Context: an optimization exercise on an open-source flow, tuned for small area, a short achievable clock period and few clock cycles per item. The choices shown serve that exercise and are no tape-out recipe. The RTL was checked by simulation tests, not by an equivalence proof against the original design.

indigo:
Design sbox_subbytes_pipe, start of the top module:
module sbox_subbytes_pipe
#(
   parameter int N_BYTES = 16
) (
   input  logic                 clk,
   input  logic                 rst_n,
   input  logic                 in_valid,
   output logic                 in_ready,
   input  logic [8*N_BYTES-1:0] in_data,
   input  logic                 in_inv,
   output logic                 out_valid,
   input  logic                 out_ready,
   output logic [8*N_BYTES-1:0] out_data,
   output logic                 out_inv,
   output logic                 busy
);
   localparam int DW = 8*N_BYTES;
   localparam int NA = 8;    
   localparam int NB = 12;    
   logic                  vld0_q, vld1_q, vld2_q;
   logic                  inv0_q, inv1_q, inv2_q;
   logic [N_BYTES*NA-1:0] a_d, a_q;
   logic [N_BYTES*NB-1:0] b_d, b_q;
   logic [DW-1:0]         sub_d, sub_q;
   logic                  adv;
   assign adv = !vld2_q || out_ready;
   generate
      for (genvar i = 0; i < N_BYTES; i++) begin : g_lane
         sbox_lane_s1 u_s1 (
            .in_byte (in_data[8*i +: 8]),
            .inv     (in_inv),
            .cut     (a_d[NA*i +: NA])
         );
         sbox_lane_s2 u_s2 (
            .cut_in  (a_q[NA*i +: NA]),
            .cut_out (b_d[NB*i +: NB])
         );
         sbox_lane_s3 u_s3 (
            .cut      (b_q[NB*i +: NB]),
            .fwd_byte (sub_d[8*i +: 8])
         );
         sbox_lane_out u_out (
            .fwd_byte (sub_q[8*i +: 8]),
            .inv      (inv2_q),
            .out_byte (out_data[8*i +: 8])
         );
      end
   endgenerate
   always_ff @(posedge clk) begin
  ...
clock: 5.0 ns
lec_check: 0
abc_area: 1
cap_margin: 20
cell_pad_in_sites_detail_placement: 0
cell_pad_in_sites_global_placement: 1
core_margin: 2
core_utilization: 62
place_density: 0.72
setup_slack_margin: 2.0
slew_margin: 20
standard.sh (not shown) runs the stock make flow with config.mk's settings and CLKGATE_MAP_FILE= SYNTH_SCRIPT=/design/flow/synth_recipe.tcl, a recipe that flattens the netlist after the stock synthesis.
==> flow/flow/run.sh <==
#!/bin/bash
# Own flow: the standard layout (standard.sh) with two changes:
#  - synthesis maps the logic with flow/abc.script in place of ORFS's abc_area.script
#    (registers, flattening and renaming are the standard synthesis's);
#  - the port buffers that the standard flow inserts are sky130_fd_sc_hd__buf_2 cells
#    instead of the tool's default pick.
# Each step's full output goes to its own log file in this folder.
set -euo pipefail
cd "$(dirname "$0")/.."
rm -rf myscripts
cp -r "$FLOW_HOME/scripts" myscripts
cp flow/abc.script myscripts/abc_area.script
bash standard.sh SCRIPTS_DIR="$PWD/myscripts" synth > synth.log 2>&1
bash standard.sh BUFFER_PORTS_ARGS="-buffer_cell sky130_fd_sc_hd__buf_2" finish > layout.log 2>&1
==> flow/flow/abc.script <==
strash
dch
map -D 3000
topo
stime -c
buffer -c
upsize -c
dnsize -c
Testbench counts of indigo, summed over its fixed seeds: cycles 8,024, items 8,000.
Setup changes, indigo to amber
Settings: PLACE_DENSITY: 0.72 -> 0.7; CORE_UTILIZATION: 62 -> 60; CTS_CLUSTER_DIAMETER: unset -> 100; CTS_CLUSTER_SIZE: unset -> 30; SETUP_SLACK_MARGIN: 2.0 -> 2.05.
==> flow/flow/abc.script <==
strash
&get -n
&dch -f
&nf -R 1000
&put
topo
stime -c
==> comparison <==
Per the comparison of amber with indigo, met2 routed wirelength up 5.8%; met3 global-route usage down 1.2 points; net total in the final layout down about 14%.
Relative slew slack: indigo and amber compared, higher one is indigo
Against indigo, amber comes in 3.2 points lower on core utilization.
Of indigo and amber, the higher post-synthesis to final-layout area growth belongs to indigo.
Re level count of the clock H-tree: indigo and amber aren't equal, and the lower value belongs to amber.
Input-level comparison between delta and amber:
Settings: changing PLACE_DENSITY from 0.7 to 0.62; changing CORE_UTILIZATION from 60 to 50; changing SETUP_SLACK_MARGIN from 2.05 to 2.0; removing CTS_CLUSTER_DIAMETER (formerly 100); removing CTS_CLUSTER_SIZE (formerly 30).
==> flow/flow/abc.script <==
strash
dch
map -D 2500
topo
stime -c
buffer -c
upsize -c
dnsize -c
- Diff amber -> delta: worst setup slack now sits lower; slew at the pin with the worst max-slew slack fell 86 ps; number of well-tap cells placed rose by 32%; fraction of layout cells with a size suffix above 1 increased by 2.8 points relative to the old numbers.
- Cmp amber and delta / mean area per synthesized cell / lower: delta
Setup changes, delta to umber
Settings: an added CTS_CLUSTER_DIAMETER of 100; a change of CORE_UTILIZATION from 50 to 60; a change of SETUP_SLACK_MARGIN from 2.0 to 2.05; a change of PLACE_DENSITY from 0.62 to 0.7; an added CTS_CLUSTER_SIZE of 30.
==> flow/flow/abc.script <==
strash
dch
map -D 3000
topo
stime -c
buffer -c
upsize -c
dnsize -c
[summary]
umber vs. delta: multi-input gate share of the layout cell area climbed 2.0 points, total detailed-routing wirelength down about 10%, maximum clock rate rose by 0.69%, synthesis-to-layout area growth went down 4.4 points, level count of the clock H-tree -1.
## Diff of input files: maple against umber
==> flow/flow/abc.script <==
strash
&get -n
&dch -f
&nf -R 1000
&put
topo
stime -c
buffer -c
upsize -c
dnsize -c
[summary]
- Compared maple against umber; global-route usage within noise.
- Going from umber to maple, sequential share of cell area grows by 0.59 points.
- umber was larger in final cell area than maple.
- Comparing first-pass GRT wire length for maple and umber, the bigger number came from umber.
Relative to maple, the following input files were edited for nickel:
Settings: PLACE_DENSITY changed from 0.7 to 0.8; CORE_UTILIZATION changed from 60 to 70.
==> flow/flow/abc.script <==
strash
&get -n
&dch -f
&nf -R 1000
&put
topo
stime -c
Relative to maple, clock period minus worst slack has gone up in nickel. Diff maple -> nickel: final standard cell area without fillers went down 1600 um2, weighted congestion at the end of routability-driven global placement higher, final cell count decreased 171, adder-cell share of the synthesized area stayed essentially flat. nickel: combined area of all synthesized cells is about 4% lower than what maple reported. met2 usage up 7.9 points in nickel wrt maple. Going from maple to nickel, layout cell share with drive strength beyond 1 shrinks by 4.4 points. Comparing the two runs side by side, nickel comes out behind maple on routed wire length.

[afterwards: timing with drivers on the ports]
The flow's constraints put no driver on any port. The routed layouts listed below were extracted and timed again, unchanged, in two steps. Step 1, drivers: a clkbuf_16 drives clk and a buf_2 each remaining input, both assumed. Step 2 times the ports against the registers' clock, not the clock port: input delays grow and output delays shrink by t, the midpoint of the rising clock arrivals with the driver on. Three values: ideal ports, drivers, drivers and shift; two values: the first two.
run | t, ns | setup WS [ns] | worst register clock-pin slew, ns | worst data-port slew with drivers (ns)
indigo | 0.655 | 2.041 / 1.978 / 1.676 | 0.06 / 0.06 | 0.12
amber | 0.626 | 2.112 / 2.044 / 1.692 | 0.11 / 0.11 | 0.09
delta | 0.669 | 2.067 / 2.000 / 1.852 | 0.06 / 0.06 | 0.12
umber | 0.619 | 2.087 / 2.020 / 1.729 | 0.11 / 0.11 | 0.10
maple | 0.617 | 2.087 / 2.025 / 1.792 | 0.11 / 0.11 | 0.14
nickel | 0.607 | 2.079 / 2.014 / 1.770 | 0.12 / 0.12 | 0.08
After both steps setup and hold are still met in every run listed. For amber, which loses most, drivers alone change the setup slack by -0.068 ns; drivers and shift together by -0.420 ns.
